Source: an optimization exercise on an open RTL-to-GDS flow (aim: small area, a short achievable clock period and few clock cycles per item). Production flows keep margins and buffers that such runs may drop.
Where RTL was checked, it was by simulation tests only, not by an equivalence proof against the original.
No activity file was given, so power comes from the tool's default toggle rates.

==> flow/design.v (excerpt) <==
module fetch_top (
    input logic clk,
    input logic n_rst,
    output logic instr_valid,
    input logic instr_ready,
    output nand_cpu_pkg::instr_t instr_data,
    output nand_cpu_pkg::addr_t instr_pc,
    input logic branch_valid,
    input nand_cpu_pkg::addr_t branch_target,
    output logic mem_req,
    output logic [12:0] mem_addr,
    input logic mem_ack,
    input logic [15:0] mem_data
);
export LEC_CHECK = 0
export ABC_AREA = 1
export ABC_CLOCK_PERIOD_IN_PS = 2500
export CAP_MARGIN = 20
export CORE_MARGIN = 2
export CORE_UTILIZATION = 40
export PLACE_DENSITY = 0.6
export SETUP_SLACK_MARGIN = 4.0
export SLEW_MARGIN = 20
create_clock -name core_clock -period 6.5 [get_ports {clk}]
standard.sh (not shown) runs the stock make flow with config.mk's settings and CLKGATE_MAP_FILE= SYNTH_SCRIPT=/design/flow/synth_recipe.tcl, a recipe that flattens the netlist after the stock synthesis.
==> flow/flow/run.sh <==
#!/bin/bash
# The standard layout, with the smallest buffer (buf_1) on every input and
# output port instead of the one buffer_ports picks by default.
set -euo pipefail
export BUFFER_PORTS_ARGS="-buffer_cell sky130_fd_sc_hd__buf_1"
bash standard.sh > standard_flow.log 2>&1
The baseline completed without violations.
Testbench counts at the start, summed over its fixed seeds: cycles 64,126, bytes 34,829.
Rerun with:
- ABC_AREA: 1 -> default
- CTS_CLUSTER_DIAMETER: default -> 100
- CTS_CLUSTER_SIZE: default -> 30
- SETUP_SLACK_MARGIN: 4.0 -> 4.2
=> The changed run finished clean. Global-route usage fell by 2.0 points. Wire length fell by 9.8%. Final area rose by 1.4%. Sequential share of layout area fell by 0.27 points.
Rerun with:
- ABC_CLOCK_PERIOD_IN_PS: 2500 -> 2000
- CTS_CLUSTER_DIAMETER: 100 -> default
- CTS_CLUSTER_SIZE: 30 -> default
- SETUP_SLACK_MARGIN: 4.2 -> 4.0
Fmax went down by 6.1%. Cell count went down by 3.7%. Clock power increases by 12%. Area after synthesis does not change. Routed wire length shrinks by 6.2%. Core utilization drops by 1.9 points. First-iteration DRC count rose by 22%.

---

Another version of the RTL of fetch_top (not shown whole).
Size in the first run: about 410 cells after synthesis, roughly 82 flip-flops.
Settings: LEC_CHECK=0, ABC_CLOCK_PERIOD_IN_PS=2500, CAP_MARGIN=20, CORE_MARGIN=2, CORE_UTILIZATION=40, PLACE_DENSITY=0.6, SETUP_SLACK_MARGIN=4.5, SLEW_MARGIN=20; clock period 6.5 ns.
Scripts as last shown in full above: flow/flow/run.sh
Then changed:
--- a/flow/config.mk
+++ b/flow/config.mk
@@ -12,3 +12,3 @@
 export PLACE_DENSITY = 0.6
-export SETUP_SLACK_MARGIN = 4.5
+export SETUP_SLACK_MARGIN = 3.5
 export SLEW_MARGIN = 20
=>
- The new run finished clean
- register-to-register slack got worse by 220 ps
- clock-buffer cell count stays the same
- non-clock buffer count went down by 64
- core utilization went down by 14 points
- total power went down by 4.9%
- clock skew went down by 3.4 ps
- synthesized area stays the same
- final cell count went down by 10%
- setup slack got worse by 500 ps
- design area went down by 23%
Then changed:
--- a/flow/config.mk
+++ b/flow/config.mk
@@ -12,3 +12,3 @@
 export PLACE_DENSITY = 0.6
-export SETUP_SLACK_MARGIN = 3.5
+export SETUP_SLACK_MARGIN = 5.0
 export SLEW_MARGIN = 20
The new run passed the timing, design-rule and antenna checks.
Combinational power rises by 97%.
Total power rises by 8.5%.
Design area rises by 38%.
Sequential power falls by about 2%.
First-iteration DRC count rises by 4.4%.
Sequential cell count does not change.
Global-route usage rises by 5.3 points.
Function was not checked in any run of this note: the RTL went through the layout flow alone.

---

Setup of v46:
fetch_top with an RTL version that a note above also has.
For scale: roughly 340 cells after synthesis, roughly 81 flip-flops, roughly 76 I/O pins.
// fetch_top
module fetch_top (
    input logic clk,
    input logic n_rst,
    output logic instr_valid,
    input logic instr_ready,
    output nand_cpu_pkg::instr_t instr_data,
    output nand_cpu_pkg::addr_t instr_pc,
    input logic branch_valid,
    input nand_cpu_pkg::addr_t branch_target,
    output logic mem_req,
    output logic [12:0] mem_addr,
    input logic mem_ack,
    input logic [15:0] mem_data
);
clock: 6.5 ns
lec_check: 0
abc_clock_period_in_ps: 2500
cap_margin: 20
core_margin: 2
core_utilization: 65
place_density: 0.8
setup_slack_margin: 4.0
slew_margin: 20
Scripts as last shown in full above: flow/flow/run.sh
Testbench counts of v46, summed over its fixed seeds: cycles 64,126, bytes 34,829.
Relative to v46, the following input files were edited for v28:
- removing ABC_CLOCK_PERIOD_IN_PS (formerly 2500)
- changing PLACE_DENSITY from 0.8 to 0.6
- changing CORE_UTILIZATION from 65 to 40
--- outcome ---
- v28 vs v46 — met1 wire length climbed slightly
- Non-clock buffer instance count of the final layout sits lower in v28 than in v46.
- Max overall routed net length across v46 and v28: v46
- | worst setup slack | v28 vs v46 | better |
- Side by side, share of final-layout standard cells stronger than drive strength 1 turned out lower in v28 than in v46.
- Diff v46 -> v28: clock slew at the register clock pins of the worst setup and hold paths roughly the same; post-layout minimum cycle time lower; part of the Yosys area used for sequential elements roughly the same; sequential share of layout area lower; placeable core region higher.
- Critical path class = primary input to register: v46; critical path class = register to primary output: v28
Inputs modified between v28 and v59:
- SETUP_SLACK_MARGIN: 4.0 -> 4.4
- ABC_CLOCK_PERIOD_IN_PS: unset -> 2500
Results
- Via density per instance shrinks slightly when moving from v28 to v59.
- v59 does worse than v28 on leakage power.
- Final period demand of the worst path down 83 ps in v59 wrt v28
- In v59 relative to v28, total length of routed met3 wires had gone up by a few percent.
- Non-clock buffer count for v59 is higher than for v28.
- Summary of the comparison: routed wire length is higher in v59, relative to v28.
- The run showing the greater sequential share of layout area is v28.
- When the final numbers for v28 and v59 were put side by side, the clock power turned out to be smaller in v28.
The inputs of v15 differ from those of v59 as listed below.
- SETUP_SLACK_MARGIN now 4.2, was 4.4
-- flow/flow/run.sh --
<<< v59, line 3
# output port instead of the one buffer_ports picks by default.
>>> v15, line 3
# output port, and the buffers abc inserted removed before placement.
<<< v59, line 6
>>> v15, line 6
export REMOVE_ABC_BUFFERS=1
Notes after the runs:
Power drawn by the sequential cells went up slightly going from v59 to v15.
NOTE average wire per standard cell v59->v15 decreased slightly
[diff] total number of vias, v15 relative to v59: improvement
Of v15 and v59, v15 shows the lower final cell count, with v59 above it.
Compared with v59, v15 shows a clock-buffer cell count that is 4 higher.
In v15 the utilization turned out 8.2 points lower than in v59.
Cell area (lower): v15
As far as count of mapped cells out of synthesis goes, v59 and v15 are indistinguishable; the numbers are identical.
Source-to-sink clock delay at the later pin of the worst-skew pair delta (v59 -> v15): insignificant
Input-level comparison between v39 and v15:
- SETUP_SLACK_MARGIN changed from 4.2 to 4.3
-- flow/flow/run.sh --
<<< v15, line 3
# output port, and the buffers abc inserted removed before placement.
>>> v39, line 3
# output port instead of the one buffer_ports picks by default.
<<< v15, line 6
export REMOVE_ABC_BUFFERS=1
>>> v39, line 6
### Flow results
v39 against v15; areal power density over the cells is down by a few percent. Of v15 and v39, v15 shows the lower total power, with v39 above it. When v39 is measured against v15, its minimum setup slack in the final design turns out 23 ps lower. v15 ended up with buf_1 as its most frequent standard cell in the layout excluding fill and tap cells; v39 ended up with edfxtp_1. Net switching power figure on v39 is behind v15.
Setup changes, v39 to v56
- changing SETUP_SLACK_MARGIN from 4.3 to 4.0
- changing ABC_CLOCK_PERIOD_IN_PS from 2500 to 5000
### Flow results
The final layout from v56, which completed every stage, passed the timing, design-rule and antenna checks at the end of the flow.
Summary of v56 over v39: fraction of final layout cells with drive strength greater than 1 now smaller; overall power after layout now smaller.
Fraction of met2 tracks used by global routing came out lower on v56 than on v39.
Diff v39 -> v56: power per cell area rose by 8.8%, total wirelength of the detailed-routed design now smaller, number of clock sinks held.
Switching share of power, v56 and v39: larger value in v39

## separate check: timing with driven ports
The results above use ideal ports. As a check the final layouts listed here were re-extracted and re-timed, cells and wires unchanged.
Step 1, drivers: a clkbuf_16 drives clk and a buf_2 each remaining input, both assumed.
Step 2 also shifts input and output timing later by t, the mid clock arrival at the registers, as if the neighbouring blocks saw the same clock.
a / b / c = ideal / step 1 / step 2; a / b = the first two.
run | shift t [ns] | setup slack, ns | worst hold slack (ns) | worst slew at a driven data input, ns | pins driven straight from the clock port
the first run of note 1 | 0.394 | 4.096 / 4.062 / 3.747 | 0.459 / 0.459 / 0.459 | 0.05 | 1
the second run of note 1 | 0.386 | 4.228 / 4.195 / 3.834 | 0.480 / 0.480 / 0.480 | 0.06 | 1
the third run of note 1 | 0.378 | 4.080 / 4.050 / 3.737 | 0.476 / 0.476 / 0.476 | 0.05 | 1
the first run of note 2 | 0.390 | 4.134 / 4.127 / 3.737 | 0.557 / 0.557 / 0.557 | 0.06 | 1
the second run of note 2 | 0.394 | 3.637 / 3.636 / 3.242 | 0.516 / 0.516 / 0.516 | 0.05 | 1
the third run of note 2 | 0.386 | 4.179 / 4.165 / 3.779 | 0.574 / 0.574 / 0.574 | 0.06 | 1
v46 | 0.382 | 4.058 / 4.067 / 3.685 | 0.475 / 0.475 / 0.475 | 0.04 | 1
v28 | 0.378 | 4.080 / 4.050 / 3.737 | 0.476 / 0.476 / 0.476 | 0.05 | 1
v59 | 0.386 | 4.162 / 4.109 / 3.723 | 0.473 / 0.473 / 0.473 | 0.08 | 1
v15 | 0.382 | 4.200 / 4.175 / 3.794 | 0.479 / 0.479 / 0.479 | 0.06 | 1
v39 | 0.382 | 4.177 / 4.139 / 3.757 | 0.469 / 0.469 / 0.469 | 0.07 | 1
v56 | 0.378 | 4.080 / 4.050 / 3.737 | 0.476 / 0.476 / 0.476 | 0.05 | 1
After both steps every run listed still meets setup and hold. For v59, which loses most, drivers alone change the setup slack by -0.053 ns; drivers and shift together by -0.439 ns.
